This is an optimization exercise on Yosys and OpenROAD, whose aim is small area, a short achievable clock period and few clock cycles per item, not a production implementation.
The RTL was checked by simulation tests, not by an equivalence proof against the original design.

==> flow/design.v <==
`default_nettype none
module preemptive_priority_scheduler(
   input  wire              clock,
   input  wire              reset,
   input  wire              start,
   output logic             busy,
   input  wire [32:0]       req_data,
   output logic             rsp_valid,
   output logic [105:0]     rsp_data
);
   localparam int N = 16;
   function automatic logic [31:0] add32(input logic [31:0] a, input logic [31:0] b,
                                         input logic cin);
      logic [31:0] p, g, p0;
      p0 = a ^ b;
      p  = p0;
      g  = a & b;
      g[0] = g[0] | (p[0] & cin);
      for (int d = 1; d < 32; d = d * 2) begin
         for (int i = 31; i >= d; i--) begin
            g[i] = g[i] | (p[i] & g[i-d]);
            p[i] = p[i] & p[i-d];
         end
      end
      add32[0] = p0[0] ^ cin;
      for (int i = 1; i < 32; i++) add32[i] = p0[i] ^ g[i-1];
   endfunction
   function automatic logic [1:0] cmp8(input logic [7:0] a, input logic [7:0] b);
      logic [7:0] lt, eq;
      lt = ~a & b;
      eq = ~(a ^ b);
      for (int d = 1; d < 8; d = d * 2) begin
         for (int i = 0; i < 8; i += 2 * d) begin
            lt[i] = lt[i+d] | (eq[i+d] & lt[i]);
            eq[i] = eq[i+d] & eq[i];
         end
      end
      cmp8 = {lt[0], eq[0]};
   endfunction
   function automatic logic [1:0] cmp32(input logic [31:0] a, input logic [31:0] b);
      logic [31:0] lt, eq;
      lt = ~a & b;
      eq = ~(a ^ b);
      for (int d = 1; d < 32; d = d * 2) begin
         for (int i = 0; i < 32; i += 2 * d) begin
            lt[i] = lt[i+d] | (eq[i+d] & lt[i]);
            eq[i] = eq[i+d] & eq[i];
         end
      end
      cmp32 = {lt[0], eq[0]};
   endfunction
   logic        adm_ff;             
   logic        zb_ff;              
   logic        tk_ff;              
   logic [31:0] req_ff;
   logic [N-1:0] nb_ff;             
   wire [7:0]   r_id    = req_ff[31:24];
   wire [7:0]   r_pri   = req_ff[23:16];
   wire [15:0]  r_burst = req_ff[15:0];
   logic [N-1:0] valid_ff;
   logic         m_ff     [0:N-1][0:N-1];
   logic [7:0]   id_ff    [0:N-1];
   logic [7:0]   pri_ff   [0:N-1];
   logic [31:0]  arr_ff   [0:N-1];
   logic [15:0]  rem_ff   [0:N-1];
   logic [15:0]  bur_ff   [0:N-1];
   logic [31:0]  now_ff;
   logic         dirty_ff;          
   logic [N-1:0] scan_ff;           
   logic [N-1:0] scanp_ff;          
   logic         scan_done_ff;
   logic [N-1:0] abeat_ff;          
   logic         bt [0:N-1][0:N-1];     
   logic [N-1:0] win, one;
   logic [N-1:0] below_free;            
   logic [N-1:0] free1h;
   always_comb begin
      for (int i = 0; i < N; i++) begin
         for (int j = 0; j < N; j++) begin
            bt[i][j] = (i < j) ? m_ff[i][j] : (i > j) ? ~m_ff[j][i] : 1'b1;
         end
      end
      for (int i = 0; i < N; i++) begin
         win[i] = valid_ff[i];
         for (int j = 0; j < N; j++) begin
            if (j != i) win[i] = win[i] & (~valid_ff[j] | bt[i][j]);
         end
      end
      for (int i = 0; i < N; i++) begin
         one[i] = (rem_ff[i] == 16'd1);
      end
      below_free[0] = 1'b0;
      for (int j = 1; j < N; j++) begin
         below_free[j] = below_free[j-1] | ~valid_ff[j-1];
      end
      free1h = ~valid_ff & ~below_free;
   end
   wire any  = |valid_ff;
   wire full = &valid_ff;
   assign busy = adm_ff & dirty_ff & ~scan_done_ff;
   wire do_adm  = adm_ff & ~full & ~busy;
   wire do_tick = tk_ff;
   wire run     = do_tick & any;
   wire fin     = run & |(win & one);
   logic [N-1:0] rsel;
   logic [7:0]   id_r;
   logic [31:0]  arr_r;
   logic [15:0]  bur_r;
   always_comb begin
      rsel = win;
      if (busy) begin
         rsel = scan_ff;
      end
      id_r  = '0;
      arr_r = '0;
      bur_r = '0;
      for (int j = 0; j < N; j++) begin
         id_r  = id_r  | (id_ff[j]  & {8{rsel[j]}});
         arr_r = arr_r | (arr_ff[j] & {32{rsel[j]}});
         bur_r = bur_r | (bur_ff[j] & {16{rsel[j]}});
      end
   end
   logic [15:0] rem_dec [0:N-1];
   always_comb begin
      for (int j = 0; j < N; j++) begin
         for (int i = 0; i < 16; i++) begin
            rem_dec[j][i] = rem_ff[j][i] ^ ~|(rem_ff[j] & ((16'd1 << i) - 16'd1));
         end
      end
   end
   logic [31:0] r1_arr;
   wire [1:0] scan_c = cmp32(now_ff, r1_arr);
   wire       scan_abeat = scan_c[1] | (scan_c[0] & |(scanp_ff & below_free));
   always_ff @(posedge clock) begin
      for (int j = 0; j < N; j++) begin
         if (do_adm && free1h[j]) begin
            id_ff[j]  <= r_id;
            pri_ff[j] <= r_pri;
            arr_ff[j] <= now_ff;
            bur_ff[j] <= r_burst;
         end
         if (do_adm && free1h[j]) begin
            rem_ff[j] <= r_burst;
         end else if (run && win[j]) begin
            rem_ff[j] <= rem_dec[j];
         end
         if (busy && scanp_ff[j]) begin
            abeat_ff[j] <= scan_abeat;
         end
      end
      for (int i = 0; i < N; i++) begin
         for (int j = i + 1; j < N; j++) begin
            if (do_adm && free1h[i]) begin
               m_ff[i][j] <= nb_ff[j];
            end else if (do_adm && free1h[j]) begin
               m_ff[i][j] <= ~nb_ff[i];
            end
         end
      end
   end
   logic [31:0] now_inc;
   always_comb begin
      for (int i = 0; i < 32; i++) begin
         now_inc[i] = now_ff[i] ^ &(now_ff | ~((32'd1 << i) - 32'd1));
      end
   end
   always_ff @(posedge clock) begin
      if (reset) begin
         valid_ff     <= '0;
         now_ff       <= '0;
         dirty_ff     <= 1'b0;
         scan_ff      <= 16'd1;
         scanp_ff     <= '0;
         scan_done_ff <= 1'b0;
      end else begin
         if (do_adm) begin
            valid_ff <= valid_ff | free1h;
         end else if (fin) begin
            valid_ff <= valid_ff & ~win;
         end
         if (do_tick) begin
            now_ff <= now_inc;
         end
         if (do_tick && (&now_ff) && any) begin
            dirty_ff <= 1'b1;
         end else if (!any && !do_adm) begin
            dirty_ff <= 1'b0;
         end
         if (busy) begin
            scan_ff      <= scan_ff << 1;
            scanp_ff     <= scan_ff;
            scan_done_ff <= ~|scan_ff & ~|scanp_ff;
         end else begin
            scan_ff      <= 16'd1;
            scanp_ff     <= '0;
            scan_done_ff <= 1'b0;
         end
      end
   end
   wire [7:0] c_pri = busy ? r_pri : req_data[23:16];
   wire [1:0] c_new  = cmp8(c_pri, r_pri);
   wire       nb_new = c_new[1];
   logic [1:0] c_slot [0:N-1];
   always_comb begin
      for (int j = 0; j < N; j++) c_slot[j] = cmp8(c_pri, pri_ff[j]);
   end
   always_ff @(posedge clock) begin
      if (reset) begin
         adm_ff <= 1'b0;
         zb_ff  <= 1'b0;
         tk_ff  <= 1'b0;
      end else if (!busy) begin
         adm_ff <= start & ~req_data[32] & (req_data[15:0] != 16'd0);
         zb_ff  <= start & ~req_data[32] & (req_data[15:0] == 16'd0);
         tk_ff  <= start & req_data[32];
      end
      if (!busy) begin
         req_ff <= req_data[31:0];
      end
      for (int j = 0; j < N; j++) begin
         nb_ff[j] <= free1h[j] ? nb_new :
                     (c_slot[j][1] | (c_slot[j][0] & dirty_ff & abeat_ff[j]));
      end
   end
   logic        r1_v, r2_v;
   logic [1:0]  r1_kind;
   logic [7:0]  r1_id;
   logic [15:0] r1_bur;
   logic [105:0] r2_data;
   wire adm_rsp = zb_ff | (adm_ff & full & ~busy);
   wire [31:0] nbx = ~{16'd0, r1_bur};
   wire [31:0] na  = ~r1_arr;
   wire [31:0] cs_s = now_ff ^ na ^ nbx;
   wire [31:0] cs_c = (now_ff & na) | (now_ff & nbx) | (na & nbx);
   wire [31:0] tat  = add32(now_ff, na, 1'b1);
   wire [31:0] wt   = add32(cs_s, {cs_c[30:0], 1'b1}, 1'b1);
   always_ff @(posedge clock) begin
      if (reset) begin
         r1_v <= 1'b0;
         r2_v <= 1'b0;
      end else begin
         r1_v <= adm_rsp | fin;
         r2_v <= r1_v;
      end
      r1_kind <= tk_ff ? 2'd0 : (zb_ff ? 2'd2 : 2'd1);
      r1_id   <= tk_ff ? id_r : r_id;
      r1_arr  <= arr_r;
      r1_bur  <= bur_r;
      if (r1_kind == 2'd0) begin
         r2_data <= {r1_kind, r1_id, now_ff, tat, wt};
      end else begin
         r2_data <= {r1_kind, r1_id, 96'd0};
      end
   end
   assign rsp_valid = r2_v;
   assign rsp_data  = r2_data;
endmodule
`default_nettype wire
export LEC_CHECK = 0
export CAP_MARGIN = 20
export CORE_MARGIN = 2
export CORE_UTILIZATION = 55
export CTS_CLUSTER_DIAMETER = 80
export CTS_CLUSTER_SIZE = 25
export SETUP_SLACK_MARGIN = 3.1
export SLEW_MARGIN = 20
create_clock -name core_clock -period 6.0 [get_ports {clock}]
run.sh (not shown) runs the stock make flow with config.mk's settings and CLKGATE_MAP_FILE= SYNTH_SCRIPT=/design/flow/synth_recipe.tcl, a recipe that flattens the netlist after the stock synthesis.
The first run finished clean.
Testbench counts at the start, summed over its fixed seeds: cycles 12,018, beats 12,000.
Next try:
--- a/flow/config.mk
+++ b/flow/config.mk
@@ -12,3 +12,3 @@
 export CTS_CLUSTER_SIZE = 25
-export SETUP_SLACK_MARGIN = 3.1
+export SETUP_SLACK_MARGIN = 2.5
 export SLEW_MARGIN = 20
Die area is unchanged.
Routed wire length falls by 9.1%.
Count of clock-buffer cells in the layout decreases by 2.
Synthesized area stays the same.

---

== old ==
Starts from the design.v that is shown in full above.
Settings: LEC_CHECK=0, CAP_MARGIN=20, CORE_MARGIN=2, CORE_UTILIZATION=62, CTS_CLUSTER_DIAMETER=80, CTS_CLUSTER_SIZE=25, SETUP_SLACK_MARGIN=2.8, SLEW_MARGIN=20; clock period 6.0 ns.
Testbench counts of old, summed over its fixed seeds: cycles 12,018, beats 12,000.
Input-level comparison between new and old:
- SETUP_SLACK_MARGIN changed from 2.8 to 2.5
- CORE_UTILIZATION changed from 62 to 55
==> flow/flow/run.sh (new file) <==
#!/bin/bash
# The standard layout (the standard.sh, standard synthesis included), with
# one change: buffer_ports makes the input and output port buffers of buf_2
# cells instead of the delay buffers it picks on its own.
set -o pipefail
export BUFFER_PORTS_ARGS="-buffer_cell sky130_fd_sc_hd__buf_2"
bash standard.sh finish > standard.log 2>&1
==> flow/standard.sh (new file) <==
#!/bin/bash
# synth_recipe.tcl (not shown) runs the flow's synth.tcl, then flattens the netlist and writes it again
# the make line also repeats each setting of config.mk as NAME=value (left out here)
make -C /OpenROAD-flow-scripts/flow DESIGN_CONFIG=/design/flow/config.mk WORK_HOME=/design/flow/orfs CLKGATE_MAP_FILE= SYNTH_SCRIPT=/design/flow/synth_recipe.tcl "${@:-finish}"
removed: flow/run.sh
Cell count delta for new relative to old: 2.4% higher. Changes observed in new relative to old: via count of the first global-routing pass shrank by 1208, area of the placeable core increased 15000 um^2. Looking at shortest period the worst path allows across both flows, new is the weaker of the two, with old ahead. [compare] base=old new=new: worst setup slack -0.40 ns, floorplan row count picked up an extra 8, share of the cycle needed by the critical path after routing now sits higher.

## port drivers added, routing unchanged
The flow's constraints put no driver on any port. The routed layouts listed below were extracted and timed again, unchanged, in two steps. Step 1, drivers: a clkbuf_16 drives clock and a buf_2 each remaining input, both assumed. Step 2 moves the port delays by t, midway between the first and last clock arrival at a register: inputs arrive t later, outputs are due t later. That takes back most of the time a late clock gives input paths. a / b / c = ideal ports / drivers / drivers and shift; a / b = the first two.
| run | t (ns) | setup slack, ns | worst setup path at the end | clock arrival spread, ns | cell pins on the clock port's net |
|---|---|---|---|---|---|
| the first run of note 1 | 0.830 | 2.653 / 2.653 / 2.379 | input to register | 0.045 / 0.045 | 1 |
| the second run of note 1 | 0.811 | 2.496 / 2.496 / 2.098 | input to register | 0.046 / 0.047 | 1 |
| old | 0.794 | 2.789 / 2.782 / 2.195 | input to register | 0.032 / 0.032 | 1 |
| new | 0.825 | 2.392 / 2.392 / 2.392 | register to register | 0.050 / 0.049 | 1 |
After both steps setup and hold are still met in every run listed. For old, which loses most, drivers alone change the setup slack by -0.007 ns; drivers and shift together by -0.594 ns.
